What follows belongs to an exercise in optimizing a design on an open flow for small area; a production flow would make more cautious choices. Only simulation tests tie the RTL to the original design; equivalence was not proved. Power and IR drop assume default switching activity.

==> flow/run.sh <==
#!/bin/bash
# Layout flow. Synthesis is ORFS's synthesis as standard.sh runs it (same
# Yosys script, so the same registers with the same names and cells), except
# that half adders are not extracted before ABC (ADDER_MAP_FILE empty) and ABC
# maps the combinational logic with the area-oriented flow/abc_area.script.
# The rest is the standard ORFS flow with two changes: the port buffers are
# the smallest buffer cell, and clock tree synthesis uses clkbuf_8 clusters
# and no dummy loads. Each tool's full output goes to the ORFS logs under
# orfs/logs; make's output goes to synth_make.log and flow_make.log here.
set -euo pipefail
rm -rf scripts_own
cp -r "$FLOW_HOME/scripts" scripts_own
cp flow/abc_area.script scripts_own/abc_speed.script
bash standard.sh SCRIPTS_DIR="$PWD/scripts_own" ADDER_MAP_FILE= synth > synth_make.log 2>&1
export BUFFER_PORTS_ARGS="-buffer_cell sky130_fd_sc_hd__buf_1"
export CTS_ARGS="-sink_clustering_enable -repair_clock_nets -dont_use_dummy_load -sink_clustering_size 18 -sink_clustering_max_diameter 100 -root_buf sky130_fd_sc_hd__clkbuf_4 -buf_list {sky130_fd_sc_hd__clkbuf_8 sky130_fd_sc_hd__clkbuf_4}"
bash standard.sh > flow_make.log 2>&1
==> flow/abc_area.script <==
&get -n
&st
&deepsyn -J 50 -T 100
&dch -f
&nf -a -R 1000
&put
topo
stime -c
==> standard.sh <==
#!/bin/bash
# synth_recipe.tcl (not shown) runs the flow's synth.tcl, then flattens the netlist and writes it again
# the make line also repeats each setting of config.mk as NAME=value (left out here)
make -C /OpenROAD-flow-scripts/flow DESIGN_CONFIG=/design/flow/config.mk WORK_HOME=/design/flow/orfs CLKGATE_MAP_FILE= SYNTH_SCRIPT=/design/flow/synth_recipe.tcl "${@:-finish}"
==> config.mk <==
export PLATFORM = sky130hd
export DESIGN_NAME = pcie_tl
export DESIGN_NICKNAME = pcie_tl
export VERILOG_FILES = /design/flow/design.v
export SDC_FILE = /design/flow/constraint.sdc
export NUM_CORES = 4
export LEC_CHECK = 0
export CAP_MARGIN = 0
export CORE_MARGIN = 2
export CORE_UTILIZATION = 72
export SLEW_MARGIN = 0
==> constraint.sdc <==
create_clock -name core_clock -period 5.0 [get_ports {aclk}]
set_input_delay 1.0000 -clock core_clock [delete_from_list [all_inputs] [get_ports {aclk}]]
set_output_delay 1.0000 -clock core_clock [all_outputs]
set_load 0.01 [all_outputs]
==> design.v <==
`default_nettype none
package pcie_tl_pkg;
    localparam int DATA_W = 32;
    localparam logic [DATA_W-1:0] REG_TC_VC_MAP    = 32'h0000_1000;
    localparam logic [DATA_W-1:0] REG_LINK_CTRL    = 32'h0000_1004;
    localparam logic [DATA_W-1:0] REG_VC_FC_STATUS = 32'h0000_1008;   
    localparam logic [DATA_W-1:0] REG_BAR0_BASE    = 32'h0000_100C;
    localparam logic [DATA_W-1:0] REG_DMA_CFG      = 32'h0000_1010;
    localparam logic [DATA_W-1:0] REG_TX_DESC_LEN  = 32'h0000_2000;
    localparam logic [DATA_W-1:0] REG_TX_DESC_ADDR = 32'h0000_2004;
    typedef logic [1:0] axi_resp_t;
    localparam axi_resp_t RESP_OKAY   = 2'd0;
    localparam axi_resp_t RESP_SLVERR = 2'd2;
    localparam int BURST_BEATS = 16;               
    localparam int TLP_BYTES   = BURST_BEATS * 4;
    localparam logic [2:0] FMT_MWR32 = 3'b010;     
    localparam logic [4:0] TYPE_MEM  = 5'b00000;
    typedef struct packed {
        logic [DATA_W-1:0] addr;
    } cpu_ar_t;
    typedef struct packed {
        logic [DATA_W-1:0] addr;
        logic [DATA_W-1:0] data;
    } cpu_aw_t;
    typedef struct packed {
        logic [DATA_W-1:0] data;
        axi_resp_t         resp;
    } cpu_r_t;
    typedef struct packed {
        logic [15:0]       len;                    
        logic [DATA_W-1:0] addr;
    } tx_desc_t;
    typedef struct packed {
        logic [DATA_W-1:0] addr;
        logic [7:0]        tag;
    } tlp_req_t;
    typedef struct packed {
        logic [2:0]        fmt;
        logic [4:0]        typ;
        logic [13:0]       rsvd;                   
        logic [9:0]        length;
        logic [15:0]       req_id;
        logic [7:0]        tag;
        logic [3:0]        last_be;
        logic [3:0]        first_be;
        logic [DATA_W-1:0] addr;
    } tlp_hdr_t;
endpackage
`default_nettype wire
`timescale 1ns/1ns
`default_nettype none
module pcie_tl #(
    parameter int NUM_VC = 8
) (
    input  wire                               aclk,
    input  wire                               arst,
    input  wire                               awvalid_i,
    input  wire                               wvalid_i,
    input  wire pcie_tl_pkg::cpu_aw_t         cpu_aw_i,
    output logic                              awready_o,
    output logic                              wready_o,
    output logic                              bvalid_o,
    input  wire                               bready_i,
    output pcie_tl_pkg::axi_resp_t            bresp_o,
    input  wire                               arvalid_i,
    input  wire pcie_tl_pkg::cpu_ar_t         araddr_i,
    output logic                              arready_o,
    output logic                              rvalid_o,
    input  wire                               rready_i,
    output pcie_tl_pkg::cpu_r_t               cpu_r_o,
    output logic                              mem_arvalid_o,
    input  wire                               mem_arready_i,
    output logic [pcie_tl_pkg::DATA_W-1:0]    mem_araddr_o,
    input  wire                               mem_rvalid_i,
    output logic                              mem_rready_o,
    input  wire [pcie_tl_pkg::DATA_W-1:0]     mem_rdata_i,
    input  wire                               mem_rlast_i,
    output logic                              tx_valid_o,
    input  wire                               tx_ready_i,
    output logic [pcie_tl_pkg::DATA_W-1:0]    tx_data_o,
    input  wire                               linkup_i,
    input  wire [NUM_VC-1:0]                  dll_vc_up_i
);
    logic [31:0] wa, wd, ra;
    logic        wr_fire, rd_fire;
    assign wa       = cpu_aw_i.addr;
    assign wd       = cpu_aw_i.data;
    assign ra       = araddr_i.addr;
    assign wr_fire  = awready_o && awvalid_i && wvalid_i;
    assign rd_fire  = arready_o && arvalid_i;
    assign wready_o = awready_o;
    function automatic logic is_mapped(input logic [31:0] addr);
        is_mapped = addr == pcie_tl_pkg::REG_TC_VC_MAP    || addr == pcie_tl_pkg::REG_LINK_CTRL   ||
                    addr == pcie_tl_pkg::REG_VC_FC_STATUS || addr == pcie_tl_pkg::REG_BAR0_BASE   ||
                    addr == pcie_tl_pkg::REG_DMA_CFG      || addr == pcie_tl_pkg::REG_TX_DESC_LEN ||
                    addr == pcie_tl_pkg::REG_TX_DESC_ADDR;
    endfunction
    logic        bresp_err;
    logic        rresp_err;
    logic [31:0] rdata_q;
    assign bresp_o = {bresp_err, 1'b0};
    assign cpu_r_o = {rdata_q, rresp_err, 1'b0};
    always_ff @(posedge aclk) begin
        if (!arst) begin
            awready_o <= 1'b0;
            bvalid_o  <= 1'b0;
            arready_o <= 1'b0;
            rvalid_o  <= 1'b0;
        end else begin
            awready_o <= awvalid_i && wvalid_i && !bvalid_o && !awready_o;
            arready_o <= arvalid_i && !arready_o && !rvalid_o;
            if (wr_fire)       bvalid_o <= 1'b1;
            else if (bready_i) bvalid_o <= 1'b0;
            if (rd_fire)       rvalid_o <= 1'b1;
            else if (rready_i) rvalid_o <= 1'b0;
        end
    end
    logic [31:0] tc_vc_map_q, link_ctrl_q, bar0_q, desc_len_q, desc_addr_q;
    logic [31:0] wd_r;
    assign wd_r = arst ? wd : 32'h0;
    always_ff @(posedge aclk) begin
        if (!arst || (wr_fire && wa == pcie_tl_pkg::REG_TC_VC_MAP))    tc_vc_map_q <= wd_r;
        if (!arst || (wr_fire && wa == pcie_tl_pkg::REG_LINK_CTRL))    link_ctrl_q <= wd_r;
        if (!arst || (wr_fire && wa == pcie_tl_pkg::REG_BAR0_BASE))    bar0_q      <= wd_r;
        if (!arst || (wr_fire && wa == pcie_tl_pkg::REG_TX_DESC_LEN))  desc_len_q  <= wd_r;
        if (!arst || (wr_fire && wa == pcie_tl_pkg::REG_TX_DESC_ADDR)) desc_addr_q <= wd_r;
    end
    localparam logic [3:0] L_IDLE  = 4'd0;
    localparam logic [3:0] L_START = 4'd1;    
    localparam logic [3:0] L_TRAIN = 4'd2;
    localparam logic [3:0] L_DONE  = 4'd7;    
    logic [3:0]        ls_q;
    logic [NUM_VC-1:0] vc_up;
    logic              link_wr;
    assign link_wr = wr_fire && wd[0] && wa == pcie_tl_pkg::REG_LINK_CTRL;
    always_comb begin
        for (int i = 0; i < NUM_VC; i++)
            vc_up[i] = ls_q == L_DONE || (ls_q[3] && ls_q[2:0] > 3'(i));
    end
    always_ff @(posedge aclk) begin
        if (!arst) begin
            ls_q <= L_IDLE;
        end else if (ls_q[3]) begin
            if (dll_vc_up_i[ls_q[2:0]]) ls_q <= ls_q == 4'hF ? L_DONE : ls_q + 1'b1;
        end else begin
            case (ls_q)
                L_IDLE:  if (link_wr) ls_q <= L_START;
                L_START: ls_q <= L_TRAIN;
                L_TRAIN: if (linkup_i) ls_q <= 4'h8;
                L_DONE:  ;
                default: ls_q <= L_IDLE;
            endcase
        end
    end
    function automatic logic [25:0] inc26(input logic [25:0] x);
        logic cb, c;
        cb = 1'b1;
        for (int j = 0; j < 26; j += 4) begin
            c = cb;
            for (int i = j; i < j + 4 && i < 26; i++) begin
                inc26[i] = x[i] ^ c;
                c        = c & x[i];
            end
            cb = cb & (&x[j +: 4]);
        end
    endfunction
    logic        h0_q, h1_q, h2_q, pay_q;
    logic        dma_pend_q;
    logic        req_valid_q;
    logic [9:0]  left_q;         
    logic [31:0] taddr_q;        
    logic [7:0]  tag_q;
    logic        dma_busy;
    logic        start_go, chunk_go, next_chunk, req_ready, last_xfer;
    logic [9:0]  chunks;
    assign chunks     = desc_len_q[15:6];
    assign dma_busy   = mem_arvalid_o || req_valid_q || h0_q || h1_q || h2_q || pay_q;
    assign start_go   = dma_pend_q && chunks != '0;
    assign last_xfer  = pay_q && mem_rvalid_i && tx_ready_i && mem_rlast_i;
    assign req_ready  = !(h0_q || h1_q || h2_q || pay_q) || last_xfer;
    assign chunk_go   = (mem_arvalid_o || req_valid_q) &&
                        (!mem_arvalid_o || mem_arready_i) &&
                        (!req_valid_q || req_ready);
    assign next_chunk = chunk_go && left_q != 10'd1;
    always_ff @(posedge aclk) begin
        if (!arst) begin
            dma_pend_q    <= 1'b0;
            mem_arvalid_o <= 1'b0;
            req_valid_q   <= 1'b0;
        end else begin
            dma_pend_q <= wr_fire && wd[0] && !dma_busy && wa == pcie_tl_pkg::REG_DMA_CFG;
            if (start_go) begin
                mem_arvalid_o <= 1'b1;
                req_valid_q   <= 1'b1;
            end else if (chunk_go) begin
                mem_arvalid_o <= next_chunk;
                req_valid_q   <= next_chunk;
            end else begin
                mem_arvalid_o <= mem_arvalid_o && !mem_arready_i;
                req_valid_q   <= req_valid_q && !req_ready;
            end
        end
    end
    always_ff @(posedge aclk) begin
        if (start_go) begin
            left_q       <= chunks;
            mem_araddr_o <= desc_addr_q;
        end else if (chunk_go) begin
            left_q <= left_q - 1'b1;
            if (next_chunk) mem_araddr_o[31:6] <= inc26(mem_araddr_o[31:6]);
        end
        if (start_go) begin
            taddr_q <= bar0_q;
            tag_q   <= '0;
        end else if (last_xfer) begin
            taddr_q[31:6] <= inc26(taddr_q[31:6]);
            tag_q         <= tag_q + 1'b1;
        end
    end
    always_ff @(posedge aclk) begin
        if (!arst) begin
            h0_q  <= 1'b0;
            h1_q  <= 1'b0;
            h2_q  <= 1'b0;
            pay_q <= 1'b0;
        end else begin
            h0_q  <= (req_ready && req_valid_q) || (h0_q && !tx_ready_i);
            if (tx_ready_i) begin
                h1_q <= h0_q;
                h2_q <= h1_q;
            end else begin
                h1_q <= h1_q;
                h2_q <= h2_q;
            end
            pay_q <= (h2_q && tx_ready_i) || (pay_q && !last_xfer);
        end
    end
    assign mem_rready_o = pay_q && tx_ready_i;
    assign tx_valid_o   = h0_q || h1_q || h2_q || (pay_q && mem_rvalid_i);
    assign tx_data_o    = ({32{pay_q}} & mem_rdata_i) |
                          ({32{h0_q}}  & {pcie_tl_pkg::FMT_MWR32, pcie_tl_pkg::TYPE_MEM, 14'b0,
                                          10'(pcie_tl_pkg::BURST_BEATS)}) |
                          ({32{h1_q}}  & {16'h0000, tag_q, 4'hF, 4'hF}) |
                          ({32{h2_q}}  & taddr_q);
    logic [31:0] rd_data;
    always_comb begin
        case (ra)
            pcie_tl_pkg::REG_TC_VC_MAP:    rd_data = tc_vc_map_q;
            pcie_tl_pkg::REG_LINK_CTRL:    rd_data = link_ctrl_q;
            pcie_tl_pkg::REG_VC_FC_STATUS: rd_data = 32'(vc_up);
            pcie_tl_pkg::REG_BAR0_BASE:    rd_data = bar0_q;
            pcie_tl_pkg::REG_DMA_CFG:      rd_data = {31'b0, dma_busy};
            pcie_tl_pkg::REG_TX_DESC_LEN:  rd_data = desc_len_q;
            pcie_tl_pkg::REG_TX_DESC_ADDR: rd_data = desc_addr_q;
            default:                       rd_data = '0;
        endcase
    end
    always_ff @(posedge aclk) begin
        if (wr_fire) bresp_err <= !is_mapped(wa);
        if (rd_fire) begin
            rdata_q   <= rd_data;
            rresp_err <= !is_mapped(ra);
        end
    end
endmodule
`default_nettype wire
==> flow_summary.yaml, run 1 <==
run_status:
  outcome: "complete, no violations"
critical_path:
  crit_required_ps: 5400
  end_kind: "register"
  worst_ep_arrival_time_ps: 4750
  startpoint_type: "register"
  crit_path_start: "taddr_q[6]"
  crit_type: "reg -> reg"
  r2r_start: "taddr_q[6]"
  cp_max_fo: 6
  r2r_slack_ps: 650
worst_hold_path:
  hp-class: "reg -> reg"
  hold_start: "arready_o"
global_route:
  grt_pass1_wl_mm: 47.3
  antenna_found_initial: 0
  grt_usage: 0.351
  overflow: 0
  grt_max_degree: 66
  grt_pass1_vias: 8799
sta:
  finalCritPeriodShare: 0.869
  setup_violations: 0
  finalHoldViolations: 0
  rsz0062_at_grt: "false"
  period_needed_ps: 4350
  max_freq_mhz: 230
  drv_slew: 0
  worst_pin_slew_ps: 1040
  fin_worst_skew_ps: 76.7
  relSlewSlack: 0.308
  fin_tns_setup_ps: 0
floorplanning:
  die_area_mm2: 0.0176
  io_pins: 256
  fp.dieH_um: 133
  die_x_um: 133
  start_util: 0.727
  fp-row-count: 47
  coreArea_mm2: 0.0164
clocking:
  ctsResizeCount: 0
  cts_htree_levels: 1
  cts_buffer_depth: 3
  tritoncts: "built"
  clk_pin_slew_ps: 110
  numCtsBuffers: 20
  post-cts-setup-buffers: 0
  root_buffer: "clkbuf_4"
  cts.sinks: 291
  clk_latency_ps: 670
  cts.hold.buffers_added: 0
layout:
  syn2layout_area_growth_pct: 13.8
  nets: 1297
  final_area_mm2: 0.0136
  final_core_util: 0.828
  antenna_cells: 0
  drive_gt1_frac: 0.0427
synth:
  async_reset_ff_frac: 0
  synthFlopType: "edfxtp_1"
  avgSynthCellArea_um2: 13.9
  synth_seq_area_share: 0.713
  synth_seq_cells: 291
  synth_area_mm2: 0.0119
  synth_edf_count: 268
  yosys_warnings: 3
  syn_inst: 861
  synth_cell_type_count: 40
routing:
  avgRoutedWirePerCell_um: 22.9
  antenna_left: 0
  drt_iter0_drc: 1185
  routed_wl_mm: 31.2
  drc: 0
  vias_per_cell: 6.60
  via_count: 9028
  dr.pass1.iters: 6
pwr:
  internal_power_mw: 3.14
  peakVddDrop_mv: 0.262
  comb_power_share: 0.036
  seq_power_share: 0.705
  clockPowerShare: 0.260
  leakage_nw: 4.38
  total_power_mw: 4.00
  power_density_mw_per_mm2: 294
  swShare: 0.214
  p_sw_mw: 0.856
flow_run:
  maxCapViolCount: 0
place:
  place.gp.congestion: 0.872
  dpl_cell_area_mm2: 0.0133
  hpwlAfterDp_mm: 20.0
  io_buffers: 253
-- flip-flops by register name (all words and copies together), names as in the netlist, 4 cells and up --
signal,cells
taddr_q,32
bar0_q,32
desc_addr_q,32
tag_q,8
link_ctrl_q,32
desc_len_q,32
rdata_q,32
mem_araddr_o,32
ls_q,4
tc_vc_map_q,32
left_q,10
-- per-layer routing --
metal,global-route usage,share of wire,vias up
met4,0.0998,0.023,0
met5,0,0,-
met2,0.585,0.49,675
met1,0.490,0.37,4288
li1,-,-,3996
met3,0.0556,0.12,69
-- cell families (layout without fill, tap and decap cells) --
group	after synthesis	count (layout)	synth area share
AO/OA/AOI/OAI	222	222	0.135
AND/OR/NAND/NOR	297	297	0.122
buffers and inverters	21	306	0.00818
multiplexers	1	1	0.000944
XOR/XNOR	28	28	0.0206
other	1	2	0.000314
flip-flops	291	291	0.713
-- area by class of cell --
cell class                      instances  area (um^2)
Sequential cell                       291         8510
Multi-Input combinational cell        550         3400
Fill cell                             904         2830
Timing Repair Buffer                  270         1080
Tap cell                              220          275
Clock buffer                           20          256
Inverter                               16         60.1
-- final timing paths --
kind,depth (start not counted),to
max,15,taddr_q[31]
min,1,arready_o
max reg2reg,15,taddr_q[31]
min reg2reg,1,arready_o
-- worst max-delay path, cell delays in order (launching register included) --
cell      delay [ps]
edfxtp_1         450
and3_1           280
and3_1           260
and2_0           290
and3_1           290
and3_1           240
and2_0           300
and4_1           330
nand3_1          160
nor2_1           260
and4_1           390
nand3_1          190
nor2_1           240
nand3_1          160
xor2_1           170
o21ai_0           80
-- cell usage in the layout, fill, tap and decap left out, types with 18 or more instances in the layout --
master    netlist  layout
buf_1           0     252
nand3_1        29      29
nor4_1         19      18
edfxtp_1      268     268
and2_0         41      39
nand2_1        97      96
nor2_1         53      53
o21ai_0        31      29
a21oi_1        44      44
o31ai_1        20      18
xnor2_1        19      19
dfxtp_1        23      23
a22oi_1        33      33
a222oi_1       40      40
-- Yosys cell counts (2+ instances only) --
| cell type | n | area, um^2 |
|---|---|---|
| a211oi_1 | 2 | 15.0 |
| a21boi_0 | 2 | 15.0 |
| a21o_1 | 8 | 60.1 |
| a21oi_1 | 44 | 220 |
| a221o_1 | 8 | 80.1 |
| a222oi_1 | 40 | 400 |
| a22o_1 | 17 | 149 |
| a22oi_1 | 33 | 248 |
| a31oi_1 | 7 | 43.8 |
| and2_0 | 41 | 257 |
| and3_1 | 15 | 93.8 |
| and4_1 | 4 | 35.0 |
| buf_4 | 5 | 37.5 |
| clkinv_1 | 16 | 60.1 |
| dfxtp_1 | 23 | 460 |
| edfxtp_1 | 268 | 8050 |
| nand2_1 | 97 | 364 |
| nand2b_1 | 3 | 18.8 |
| nand3_1 | 29 | 145 |
| nand4_1 | 2 | 12.5 |
| nor2_1 | 53 | 199 |
| nor2b_1 | 9 | 56.3 |
| nor3_1 | 17 | 85.1 |
| nor3b_1 | 2 | 15.0 |
| nor4_1 | 19 | 119 |
| nor4b_1 | 3 | 26.3 |
| o211ai_1 | 3 | 22.5 |
| o21a_1 | 4 | 30.0 |
| o21ai_0 | 31 | 155 |
| o31ai_1 | 20 | 150 |
| xnor2_1 | 19 | 166 |
| xor2_1 | 9 | 78.8 |
-- power by group through the flow --
stage	Clock, mW	Sequential (mW)	Combinational (mW)
2_1_floorplan	0	2.85	0.0506
3_3_place_gp	0	2.86	0.135
3_5_place_dp	0	2.87	0.141
4_1_cts	1.02	2.81	0.141
5_1_grt	1.11	2.82	0.154
6_report	1.04	2.82	0.144
-- metrics by stage --
stage                     hold WS (ps)  worst slack, ps  cells
final                              449              653   1367
after global routing               463              316   1367
after CTS                          452              730   1367
after detailed placement           439              774   1347
after global placement             415             1060   1347
after floorplan                    427              369    862
==> inputs of run 2 (changes only) <==
--- a/flow/run.sh
+++ b/flow/run.sh
@@ -6,3 +6,3 @@
 # The rest is the standard ORFS flow with two changes: the port buffers are
-# the smallest buffer cell, and clock tree synthesis uses clkbuf_8 clusters
+# the smallest buffer cell, and clock tree synthesis uses clkbuf_8 leaf buffers, a clkbuf_4 root
 # and no dummy loads. Each tool's full output goes to the ORFS logs under
@@ -15,3 +15,3 @@
 export BUFFER_PORTS_ARGS="-buffer_cell sky130_fd_sc_hd__buf_1"
-export CTS_ARGS="-sink_clustering_enable -repair_clock_nets -dont_use_dummy_load -sink_clustering_size 18 -sink_clustering_max_diameter 100 -root_buf sky130_fd_sc_hd__clkbuf_4 -buf_list {sky130_fd_sc_hd__clkbuf_8 sky130_fd_sc_hd__clkbuf_4}"
+export CTS_ARGS="-sink_clustering_enable -repair_clock_nets -dont_use_dummy_load -sink_clustering_size 16 -sink_clustering_max_diameter 100 -root_buf sky130_fd_sc_hd__clkbuf_4 -buf_list {sky130_fd_sc_hd__clkbuf_8 sky130_fd_sc_hd__clkbuf_4}"
 bash standard.sh > flow_make.log 2>&1
--- a/config.mk
+++ b/config.mk
@@ -10,2 +10,3 @@
 export CORE_UTILIZATION = 72
+export GPL_TIMING_DRIVEN = 0
 export SLEW_MARGIN = 0
==> run 2 against run 1 <==
Cell count increased by 0.88%. Clock-buffer cell count grew 2. Critical endpoint is now mem_araddr_o[31]. Critical path depth stayed put. Clock power about the same.
==> flow_summary.yaml, run 2 <==
pwr:
  clockPowerShare: 0.262
  internal_power_mw: 3.19
  swShare: 0.210
  comb_power_share: 0.040
  peakVddDrop_mv: 0.253
  seq_power_share: 0.698
  p_sw_mw: 0.847
  leakage_nw: 4.50
  power_density_mw_per_mm2: 291
layout:
  nets: 1308
  final_core_util: 0.846
  syn2layout_area_growth_pct: 16.3
  final_cell_mix: "edfxtp_1 (268), buf_1 (252), nand2_1 (96)"
  drive_gt1_frac: 0.0553
  layout_commonest_cell: "edfxtp_1"
  fin_cells: 1379
routing:
  avgRoutedWirePerCell_um: 22.8
  antenna_left: 0
  vias_per_cell: 6.63
  via_count: 9145
  drt_iter0_drc: 1227
  drc: 0
  dr.pass1.iters: 8
  routed_wl_mm: 31.5
critical_path:
  startpoint_type: "register"
  worst-r2r-cell-count: 15
  critical-path-slowest-cell: "edfxtp_1"
  crit_path_end: "mem_araddr_o[31]"
  path_common_cell: "and3_1"
  crit_path_max_incr_delay_ps: 500
  worst_ep_arrival_time_ps: 4970
  r2r_start: "mem_araddr_o[6]"
  crit_type: "reg -> reg"
  cp_max_fo: 6
  worstPathCellList: "and3_1 > and3_1 > and2_0 > and3_1 > and3_1 > and2_0 > and4_1 > nand3_1 > nor2_1 > and4_1 > nand3_1 > nor2_1 > nand3_1 > xor2_1 > o21ai_0"
  crit_required_ps: 5410
  r2r_slack_ps: 440
  end_kind: "register"
  crit_path_start: "mem_araddr_o[6]"
  r2r_end: "mem_araddr_o[31]"
synth:
  synth_cell_type_count: 40
  synth_area_leaders: "edfxtp_1 (67%), dfxtp_1 (3.9%), a222oi_1 (3.4%)"
  synth_seq_area_share: 0.713
  synth_edf_count: 268
  synth_area_mm2: 0.0119
  syn_inst: 861
  synth.most_common_cell: "edfxtp_1"
  synth_seq_cells: 291
  netlist_top_cells_count: "edfxtp_1 (268), nand2_1 (97), nor2_1 (53)"
  avgSynthCellArea_um2: 13.9
  yosys_warnings: 3
  synthFlopType: "edfxtp_1"
  yosysTopAreaCell: "edfxtp_1"
  yosysTopAreaCellShare: 0.674
  async_reset_ff_frac: 0
sta:
  finalHoldViolations: 0
  max_freq_mhz: 219
  relSlewSlack: 0.0449
  drv_slew: 0
  setup_violations: 0
  rsz0062_at_grt: "false"
  period_needed_ps: 4560
  finalCritPeriodShare: 0.912
  fin_worst_skew_ps: 62.3
  fin_ws_ps: 440
  worst_pin_slew_ps: 1430
  fin_tns_setup_ps: 0
flow_run:
  maxCapViolCount: 0
global_route:
  grt_pass1_wl_mm: 47.8
  overflow: 0
  grt_usage: 0.355
  grt_max_degree: 61
  grt_pass1_vias: 8855
  antenna_found_initial: 1
clocking:
  tritoncts: "built"
  cts_buffer_depth: 3
  clk_latency_ps: 660
  ctsResizeCount: 0
  numCtsBuffers: 22
  root_buffer: "clkbuf_4"
  post-cts-setup-buffers: 0
  cts.hold.buffers_added: 0
  cts.sinks: 291
  clk_pin_slew_ps: 100
  cts_htree_levels: 1
floorplanning:
  io_pins: 256
  start_util: 0.727
  fp.dieH_um: 133
  die_x_um: 133
  fp-row-count: 47
  die_area_mm2: 0.0176
  coreArea_mm2: 0.0164
place:
  dp.cells: 1356
  io_buffers: 253
  hpwlAfterDp_mm: 21.3
  pre_cts_slack_ps: 569
  place.gp.congestion: 0.881
worst_hold_path:
  hp-class: "reg -> reg"
run_status:
  outcome: "complete, no violations"
run 2: per-layer routing:
metal	part of all wire	vias up	track usage	wire length (um)
met3	0.11	75	0.0533	3510
met1	0.37	4362	0.500	11600
met5	0	-	0	0
li1	-	4016	-	-
met4	0.029	0	0.125	898
met2	0.49	692	0.581	15500
run 2: power groups by stage:
stage,registers (mW),logic [mW],clock network [mW]
2_1_floorplan,2.85,0.0506,0
3_3_place_gp,2.87,0.130,0
3_5_place_dp,2.87,0.157,0
4_1_cts,2.81,0.158,1.04
5_1_grt,2.82,0.173,1.12
6_report,2.81,0.161,1.06
run 2: kinds of logic after synthesis:
kind of cell	after synthesis	synth area share
AO/OA/AOI/OAI	222	0.135
XOR/XNOR	28	0.0206
buffers and inverters	21	0.00818
flip-flops	291	0.713
multiplexers	1	0.000944
other	1	0.000314
AND/OR/NAND/NOR	297	0.122
run 2: how the worst min path moves through the flow:
stage	from	endpoint	slack [ps]	cells after the start
after global placement	arready_o	arready_o	420	1
after CTS	bar0_q[0]	taddr_q[0]	400	0
after detailed placement	bar0_q[5]	taddr_q[5]	440	0
after floorplan	bar0_q[4]	taddr_q[4]	430	0
after global routing	bar0_q[0]	taddr_q[0]	420	0
final	bar0_q[0]	taddr_q[0]	400	0
run 2: area by class of cell:
class / count / area (um^2)
inverters: 16 / 61.3
diodes: 1 / 2.50
well taps: 220 / 275
flip-flops and latches: 291 / 8510
fillers: 841 / 2530
repair buffers: 274 / 1300
clock buffers: 22 / 284
multi-input cells: 550 / 3410
plain buffers: 5 / 37.5
run 2: stage by stage:
step / area, um^2 / hold slack (ps) / total power [mW]
2_1_floorplan: 11900 / 427 / 2.91
6_report: 13900 / 400 / 4.03
3_5_place_dp: 13600 / 442 / 3.02
3_3_place_gp: 13200 / 416 / 3.00
5_1_grt: 13900 / 416 / 4.12
4_1_cts: 13900 / 400 / 4.01
run 2: critical path, delay by kind of cell, from the launching register on:
kind	cells	cell delay, ps
XOR/XNOR	1	170
AND/OR/NAND/NOR	13	3550
AO/OA/AOI/OAI	1	100
flip-flops	1	500
==> inputs of run 3 (changes only) <==
--- a/config.mk
+++ b/config.mk
@@ -9,4 +9,3 @@
 export CORE_MARGIN = 2
-export CORE_UTILIZATION = 72
-export GPL_TIMING_DRIVEN = 0
+export CORE_UTILIZATION = 66
 export SLEW_MARGIN = 0
==> run 3 against run 2 <==
Synthesized cell count unchanged. Still clean. Global-route usage decreased by 4.4 points. Sequential cell count stayed put. Non-clock buffer count shrank 7. Cell count up 0.15%. Setup slack improved by 220 ps. Total power fell by 0.28%. Die area rose by 8.8%. Clock-buffer cell count unchanged. Clock power about the same. Critical path depth unchanged.
==> flow_summary.yaml, run 3 <==
run_status:
  outcome: "complete, no violations"
sta:
  finalHoldViolations: 0
  period_needed_ps: 4340
  drv_slew: 0
  finalCritPeriodShare: 0.868
  max_freq_mhz: 230
  fin_ws_ps: 658
  fin_worst_skew_ps: 53.3
  whs_ps: 444
  setup_violations: 0
  rsz0062_at_grt: "false"
  fin_tns_setup_ps: 0
  relSlewSlack: 0.229
  worst_pin_slew_ps: 1160
floorplanning:
  coreArea_mm2: 0.0178
  io_pins: 256
  fp.dieH_um: 138
  start_util: 0.669
  fp-row-count: 49
  die_area_mm2: 0.0192
  die_x_um: 138
synth:
  synth_edf_count: 268
  synth_seq_area_share: 0.713
  synth_simple_gate_area_frac: 0.122
  synth_cell_type_count: 40
  synth_top_family_by_area: "compound AO/OA/AOI/OAI gates"
  syn_inst: 861
  avgSynthCellArea_um2: 13.9
  synthAdderAreaFrac: 0
  async_reset_ff_frac: 0
  synth_area_leaders: "edfxtp_1 (67%), dfxtp_1 (3.9%), a222oi_1 (3.4%)"
  synth.most_common_cell: "edfxtp_1"
  synth_seq_cells: 291
  synth_compound_area_frac: 0.135
  synth_area_mm2: 0.0119
  yosysTopAreaCell: "edfxtp_1"
  synth-xor-area-share: 0.0206
  yosys_warnings: 3
  netlist_top_cells_count: "edfxtp_1 (268), nand2_1 (97), nor2_1 (53)"
  yosysTopAreaCellShare: 0.674
  synthFlopType: "edfxtp_1"
  muxShareOfSynthArea: 0.000944
global_route:
  grt_pass1_wl_mm: 46.7
  grt_usage: 0.312
  antenna_found_initial: 1
  grt_max_degree: 66
  overflow: 0
  grt_pass1_vias: 8580
clocking:
  numCtsBuffers: 22
  clk_pin_slew_ps: 100
  tritoncts: "built"
  ctsResizeCount: 0
  root_buffer: "clkbuf_4"
  post-cts-setup-buffers: 0
  cts_buffer_depth: 3
  cts.sinks: 291
  clk_latency_ps: 680
  cts.hold.buffers_added: 0
  cts_htree_levels: 1
layout:
  drive_gt1_frac: 0.0460
  syn2layout_area_growth_pct: 14.3
  final_area_mm2: 0.0136
  final_cell_mix: "edfxtp_1 (268), buf_1 (252), nand2_1 (96)"
  nets: 1301
  layout_commonest_cell: "edfxtp_1"
worst_hold_path:
  whs_endpoint: "arready_o"
  hold_depth: 1
  hold_start: "arready_o"
  hp-class: "reg -> reg"
place:
  io_buffers: 253
  hpwlAfterDp_mm: 19.2
  dpl_cell_area_mm2: 0.0134
  place.gp.congestion: 0.849
  pre_cts_slack_ps: 750
critical_path:
  path_common_cell: "and3_1"
  crit_path_max_incr_delay_ps: 440
  cp_max_fo: 6
  worst-r2r-cell-count: 15
  path_delay_family: "simple AND/OR/NAND/NOR gates"
  critical-path-slowest-cell: "edfxtp_1"
  r2r_slack_ps: 660
  startpoint_type: "register"
  critical_path_buf_inv_count: 0
  end_kind: "register"
  worstPathCellList: "and3_1 > and3_1 > and2_0 > and3_1 > and3_1 > and2_0 > and4_1 > nand3_1 > nor2_1 > and4_1 > nand3_1 > nor2_1 > nand3_1 > xor2_1 > o21ai_0"
  r2r_start: "taddr_q[6]"
  crit_required_ps: 5420
  r2r_end: "taddr_q[31]"
  worst_ep_arrival_time_ps: 4760
  crit_type: "reg -> reg"
routing:
  vias_per_cell: 6.39
  antenna_left: 0
  via_count: 8830
  drc: 0
  avgRoutedWirePerCell_um: 22.0
  dr.pass1.iters: 8
  drt_iter0_drc: 1173
  routed_wl_mm: 30.4
pwr:
  total_power_mw: 4.02
  power_density_mw_per_mm2: 295
  peakVddDrop_mv: 0.268
  leakage_nw: 4.40
flow_run:
  maxCapViolCount: 0
run 3: cell types whose count changed in the layout (fill, tap and decap cells not counted), moves of 2 or more:
cell,before,now
dfxtp_1,21,23
buf_6,4,0
buf_4,9,19
buf_12,4,0
buf_16,5,0
buf_8,4,0
dfxtp_2,2,0
run 3: layout make-up:
cell class,instances,area [um^2]
Sequential cell,291,8510
Fill cell,1182,4200
Multi-Input combinational cell,550,3400
Timing Repair Buffer,272,1090
Tap cell,229,287
Clock buffer,22,284
Inverter,16,60.1
Antenna cell,1,2.50
run 3: worst max path at each step:
stage / startpoint / slack [ps] / endpoint / depth (start not counted)
floorplan: cpu_aw_i[42] / 370 / tc_vc_map_q[0] / 6
global placement: taddr_q[6] / 1050 / taddr_q[31] / 15
detailed placement: taddr_q[6] / 750 / taddr_q[31] / 15
CTS: taddr_q[6] / 710 / taddr_q[31] / 15
global route: taddr_q[6] / 320 / taddr_q[31] / 15
finish: taddr_q[6] / 660 / taddr_q[31] / 15
run 3: cells by family after synthesis:
family | after synthesis
XOR/XNOR | 28
flip-flops | 291
AO/OA/AOI/OAI | 222
multiplexers | 1
buffers and inverters | 21
other | 1
AND/OR/NAND/NOR | 297
run 3: stage by stage:
step           instances   util
2_1_floorplan        862      -
3_3_place_gp        1358  0.748
3_5_place_dp        1358  0.748
4_1_cts             1380  0.764
6_report            1381  0.764
5_1_grt             1381  0.764
run 3: layer usage:
metal | vias up | share of wire | routed length (um) | global-route usage
met5 | - | 0 | 0 | 0
met4 | 0 | 0.023 | 701 | 0.0881
met3 | 52 | 0.12 | 3530 | 0.0554
met2 | 546 | 0.47 | 14200 | 0.486
met1 | 4227 | 0.40 | 12000 | 0.463
li1 | 4005 | - | - | -
run 3: worst register-to-register path, delay by kind of cell (launching register included):
| family | cells | cell delay (ps) |
|---|---|---|
| AND/OR/NAND/NOR | 13 | 3390 |
| AO/OA/AOI/OAI | 1 | 90 |
| flip-flops | 1 | 440 |
| XOR/XNOR | 1 | 160 |
run 3: power breakdown:
part | switching (mW) | total (mW) | internal [mW] | leakage [nW]
sequential | 0.0468 | 2.81 | 2.77 | 2.63
clock | 0.705 | 1.07 | 0.364 | 0.150
combinational | 0.0975 | 0.142 | 0.0443 | 1.62
==> inputs of run 4 (changes only) <==
--- a/config.mk
+++ b/config.mk
@@ -9,3 +9,3 @@
 export CORE_MARGIN = 2
-export CORE_UTILIZATION = 66
+export CORE_UTILIZATION = 78
 export SLEW_MARGIN = 0
==> run 4 against run 3 <==
Critical endpoint unchanged. Combinational power up 3%. Final area decreased by 0.49%. Setup slack worse by 120 ps. Sequential power barely moved. Hold slack lost 53 ps. Sequential cell count is the same. Register-to-register slack worse by 120 ps. Cell count shrank 3.1%. Non-clock buffer count decreased by 2. First-iteration DRC count increased by 37%.
==> flow_summary.yaml, run 4 <==
routing:
  dr.pass1.iters: 9
  vias_per_cell: 7.11
  drt_iter0_drc: 1602
  via_count: 9515
  routed_wl_mm: 32.9
  antenna_left: 0
  drc: 0
  avgRoutedWirePerCell_um: 24.6
global_route:
  grt_usage: 0.398
  grt_pass1_vias: 9159
  grt_max_degree: 66
  grt_pass1_wl_mm: 48.8
  antenna_found_initial: 1
  overflow: 0
sta:
  max_freq_mhz: 224
  setup_violations: 0
  finalCritPeriodShare: 0.893
  drv_slew: 0
  rsz0062_at_grt: "false"
  relSlewSlack: 0.197
  whs_ps: 391
  period_needed_ps: 4470
  worst_pin_slew_ps: 1200
  fin_tns_setup_ps: 0
  finalHoldViolations: 0
  fin_worst_skew_ps: 90.3
clocking:
  numCtsBuffers: 22
  ctsResizeCount: 0
  tritoncts: "built"
  clk_latency_ps: 710
  post-cts-setup-buffers: 0
  cts.sinks: 291
  cts_htree_levels: 1
  clk_pin_slew_ps: 100
  root_buffer: "clkbuf_4"
  cts.hold.buffers_added: 0
  cts_buffer_depth: 3
layout:
  drive_gt1_frac: 0.0444
  multi_input_area_mm2: 0.00340
  nets: 1299
  regArea_mm2: 0.00851
  syn2layout_area_growth_pct: 13.7
  final_cell_mix: "edfxtp_1 (268), buf_1 (252), nand2_1 (96)"
  layout_commonest_cell: "edfxtp_1"
  n_fill_cell: 632
run_status:
  outcome: "complete, no violations"
synth:
  synth_cell_type_count: 40
  async_reset_ff_frac: 0
  synth_edf_count: 268
  yosysTopAreaCellShare: 0.674
  avgSynthCellArea_um2: 13.9
  synth_area_mm2: 0.0119
  synth_area_leaders: "edfxtp_1 (67%), dfxtp_1 (3.9%), a222oi_1 (3.4%)"
  yosys_warnings: 3
  synth_seq_area_share: 0.713
  netlist_top_cells_count: "edfxtp_1 (268), nand2_1 (97), nor2_1 (53)"
  synthFlopType: "edfxtp_1"
  yosysTopAreaCell: "edfxtp_1"
  synth.most_common_cell: "edfxtp_1"
  synth_seq_cells: 291
  syn_inst: 861
floorplanning:
  io_pins: 256
  fp.dieH_um: 128
  fp-row-count: 45
  die_area_mm2: 0.0163
  coreArea_mm2: 0.0151
  start_util: 0.791
  die_x_um: 128
critical_path:
  worst-r2r-cell-count: 15
  worst_ep_arrival_time_ps: 4920
  end_kind: "register"
  startpoint_type: "register"
  cp_max_fo: 6
  crit_type: "reg -> reg"
  crit_path_start: "taddr_q[6]"
  crit_required_ps: 5450
  r2r_start: "taddr_q[6]"
place:
  io_buffers: 253
  place.gp.congestion: 0.962
  hpwlAfterDp_mm: 21.2
worst_hold_path:
  hold_depth: 0
  hold_start: "bar0_q[4]"
  hp-class: "reg -> reg"
pwr:
  leakage_nw: 4.39
  power_density_mw_per_mm2: 296
  total_power_mw: 4.02
  peakVddDrop_mv: 0.297
flow_run:
  maxCapViolCount: 0
## run 4: where the power goes
part / leakage [nW] / internal [mW] / switching [mW]
logic: 1.61 / 0.0443 / 0.102
clock network: 0.150 / 0.364 / 0.688
registers: 2.63 / 2.77 / 0.0529
total: 4.39 / 3.17 / 0.842
## run 4: cell families after synthesis
| kind of cell | Yosys count | share of synthesized area |
|---|---|---|
| compound gates | 222 | 0.135 |
| xor+xnor | 28 | 0.0206 |
| buf+inv | 21 | 0.00818 |
| flops | 291 | 0.713 |
| mux | 1 | 0.000944 |
| other cells | 1 | 0.000314 |
| simple gates | 297 | 0.122 |
## run 4: worst paths after layout
check / to / slack, ps
setup reg to reg: taddr_q[31] / 530
setup / recovery: taddr_q[31] / 530
hold / removal: taddr_q[4] / 390
hold reg to reg: taddr_q[4] / 390
## run 4: cell type report
| type | count | share of cell area |
|---|---|---|
| repair buffers | 270 | 0.0795 |
| flip-flops and latches | 291 | 0.627 |
| diodes | 1 | 0.000184 |
| inverters | 16 | 0.00443 |
| clock buffers | 22 | 0.0209 |
| well taps | 188 | 0.0173 |
| multi-input cells | 550 | 0.251 |
## run 4: per-stage QoR
step | instances | setup slack [ps] | util | instance area, um^2
finish | 1338 | 534 | 0.899 | 13600
global route | 1338 | 360 | 0.899 | 13600
CTS | 1337 | 639 | 0.899 | 13600
detailed placement | 1315 | 737 | 0.880 | 13300
global placement | 1315 | 1140 | 0.880 | 13300
floorplan | 862 | 369 | - | 11900
## run 4: metal layers
| metal | GRT usage | routed length (um) | share of wire | vias up |
|---|---|---|---|---|
| met5 | 0 | 0 | 0 | - |
| met4 | 0.143 | 1180 | 0.036 | 0 |
| met3 | 0.0801 | 4440 | 0.14 | 126 |
| met2 | 0.666 | 16000 | 0.49 | 919 |
| met1 | 0.532 | 11300 | 0.34 | 4464 |
| li1 | - | - | - | 4006 |
## run 4: worst max-delay path, cell delays in order (launching register included)
cell	delay, ps
edfxtp_1	440
and3_1	270
and3_1	250
and2_0	330
and3_1	310
and3_1	240
and2_0	290
and4_1	320
nand3_1	180
nor2_1	260
and4_1	370
nand3_1	190
nor2_1	270
nand3_1	170
xor2_1	190
o21ai_0	110
==> inputs of run 5 (changes only) <==
--- a/config.mk
+++ b/config.mk
@@ -9,3 +9,3 @@
 export CORE_MARGIN = 2
-export CORE_UTILIZATION = 78
+export CORE_UTILIZATION = 72
 export SLEW_MARGIN = 0
==> run 5 against run 4 <==
Final area is 0.29% higher. Critical path depth stayed put. Combinational power hardly changed. Utilization is 7.0 points lower. Setup slack better by 160 ps. Sequential share of layout area is 0.18 points lower. Critical endpoint is now mem_araddr_o[31]. Highest routed layer unchanged.
==> flow_summary.yaml, run 5 <==
place:
  io_buffers: 253
  hpwlAfterDp_mm: 20.0
  pre_cts_slack_ps: 774
  dpl_cell_area_mm2: 0.0133
  place.gp.congestion: 0.872
routing:
  drc: 0
  routed_wl_mm: 31.0
  avgRoutedWirePerCell_um: 22.7
  dr.pass1.iters: 8
  antenna_left: 0
  via_count: 9090
  drt_iter0_drc: 1269
  vias_per_cell: 6.64
layout:
  regArea_mm2: 0.00851
  nets: 1299
  drive_gt1_frac: 0.0444
  layout_commonest_cell: "edfxtp_1"
  n_fill_cell: 902
  syn2layout_area_growth_pct: 14.1
  final_area_mm2: 0.0136
  final_cell_mix: "edfxtp_1 (268), buf_1 (252), nand2_1 (96)"
  multi_input_area_mm2: 0.00340
floorplanning:
  fp-row-count: 47
  coreArea_mm2: 0.0164
  die_x_um: 133
  die_area_mm2: 0.0176
  fp.dieH_um: 133
  io_pins: 256
  start_util: 0.727
clocking:
  numCtsBuffers: 22
  post-cts-setup-buffers: 0
  cts_buffer_depth: 3
  cts.sinks: 291
  cts.hold.buffers_added: 0
  cts_htree_levels: 1
  ctsResizeCount: 0
  clk_pin_slew_ps: 100
  clk_latency_ps: 660
  tritoncts: "built"
  root_buffer: "clkbuf_4"
sta:
  drv_slew: 0
  max_freq_mhz: 232
  finalCritPeriodShare: 0.861
  relSlewSlack: 0.306
  setup_violations: 0
  fin_worst_skew_ps: 55.6
  finalHoldViolations: 0
  fin_tns_setup_ps: 0
  period_needed_ps: 4310
  worst_pin_slew_ps: 1040
  fin_ws_ps: 693
  rsz0062_at_grt: "false"
global_route:
  antenna_found_initial: 1
  grt_max_degree: 66
  grt_pass1_vias: 8893
  overflow: 0
  grt_usage: 0.351
  grt_pass1_wl_mm: 47.3
worst_hold_path:
  hp-class: "reg -> reg"
  hold_start: "arready_o"
  whs_endpoint: "arready_o"
  hold_depth: 1
critical_path:
  startpoint_type: "register"
  r2r_end: "mem_araddr_o[31]"
  worst_ep_arrival_time_ps: 4680
  end_kind: "register"
  cp_max_fo: 6
  crit_path_start: "mem_araddr_o[6]"
  crit_required_ps: 5370
  crit_type: "reg -> reg"
  r2r_start: "mem_araddr_o[6]"
  worst-r2r-cell-count: 15
  r2r_slack_ps: 690
synth:
  yosysTopAreaCellShare: 0.674
  yosys_warnings: 3
  synth_seq_cells: 291
  async_reset_ff_frac: 0
  avgSynthCellArea_um2: 13.9
  synth_edf_count: 268
  synth_seq_area_share: 0.713
  syn_inst: 861
  yosysTopAreaCell: "edfxtp_1"
  synth_area_leaders: "edfxtp_1 (67%), dfxtp_1 (3.9%), a222oi_1 (3.4%)"
  synth_area_mm2: 0.0119
  synth_cell_type_count: 40
  synthFlopType: "edfxtp_1"
  synth.most_common_cell: "edfxtp_1"
  netlist_top_cells_count: "edfxtp_1 (268), nand2_1 (97), nor2_1 (53)"
pwr:
  power_density_mw_per_mm2: 295
  peakVddDrop_mv: 0.277
  leakage_nw: 4.39
run_status:
  outcome: "complete, no violations"
flow_run:
  maxCapViolCount: 0
## run 5: cell counts after synthesis
No cell type changed its count.
## run 5: per-stage QoR
step,std cells,hold WS [ps],utilization,total power [mW]
6_report,1370,445,0.830,4.01
5_1_grt,1370,467,0.830,4.12
4_1_cts,1369,452,0.829,4.02
3_5_place_dp,1347,439,0.812,3.01
3_3_place_gp,1347,415,0.812,3.00
2_1_floorplan,862,427,-,2.91
## run 5: cell families (layout without fill, tap and decap cells)
kind of cell	Yosys count	in the layout	synth area share
DFF	291	291	0.713
and+or+nand+nor	297	297	0.122
muxes	1	1	0.000944
xor gates and xnor gates	28	28	0.0206
buffers and inverters	21	308	0.00818
other	1	3	0.000314
AOI/OAI and AO/OA	222	222	0.135
## run 5: final cells by class
class,instances,share of cell area
clock buffer,22,0.0209
inverter,16,0.00441
antenna,1,0.000184
tap,220,0.0202
sequential,291,0.625
multi-input combinational,550,0.250
timing repair buffer,270,0.0792
## run 5: worst max-delay path by stage
stage | end | slack (ps) | depth (start not counted)
global route | taddr_q[31] | 320 | 15
finish | mem_araddr_o[31] | 690 | 15
detailed placement | taddr_q[31] | 770 | 15
floorplan | tc_vc_map_q[0] | 370 | 6
global placement | taddr_q[31] | 1060 | 15
CTS | taddr_q[31] | 750 | 15
## run 5: power by group
part / switching (mW) / total, mW / internal, mW / leakage (nW)
logic: 0.0990 / 0.143 / 0.0443 / 1.61
clock network: 0.692 / 1.06 / 0.364 / 0.150
registers: 0.0498 / 2.82 / 2.77 / 2.63
## run 5: metal layers
metal | global-route usage | wire length (um) | vias up
met2 | 0.583 | 15100 | 711
met3 | 0.0617 | 3680 | 77
met4 | 0.109 | 816 | 0
met1 | 0.485 | 11400 | 4294
met5 | 0 | 0 | -
li1 | - | - | 4008
## run 5: critical path: stages (launching register included)
cell and delay (ps):
edfxtp_1 440, and3_1 270, and3_1 220, and2_0 250, and3_1 300, and3_1 250
and2_0 290, and4_1 340, nand3_1 170, nor2_1 270, and4_1 340, nand3_1 190
nor2_1 270, nand3_1 170, xor2_1 150, o21ai_0 110

[separate check: timing with driven ports]
Ports are ideal in the flow. The routed layouts listed here were re-timed in OpenROAD.
Step 1: set_driving_cell puts a clkbuf_16 on aclk and a buf_2 on each other input, an assumption about the parent block.
Step 2 adds t to the input delays and takes it off the output delays; t is the mean of the earliest and latest rising clock arrival at the registers after step 1. Input paths then give back, and output paths get back, about the clock's delay inside the block.
a / b / c = ideal ports / drivers / drivers and shift; a / b = the first two.
| run | t (ns) | setup slack, ns | worst hold slack (ns) |
|---|---|---|---|
| run 1 | 0.668 | 0.653 / 0.653 / 0.653 | 0.449 / 0.449 / 0.449 |
| run 2 | 0.674 | 0.440 / 0.440 / 0.440 | 0.400 / 0.400 / 0.400 |
| run 3 | 0.692 | 0.658 / 0.658 / 0.658 | 0.444 / 0.444 / 0.444 |
| run 4 | 0.709 | 0.534 / 0.534 / 0.534 | 0.391 / 0.391 / 0.391 |
| run 5 | 0.679 | 0.693 / 0.693 / 0.693 | 0.445 / 0.445 / 0.445 |
After both steps every run listed still meets setup and hold.
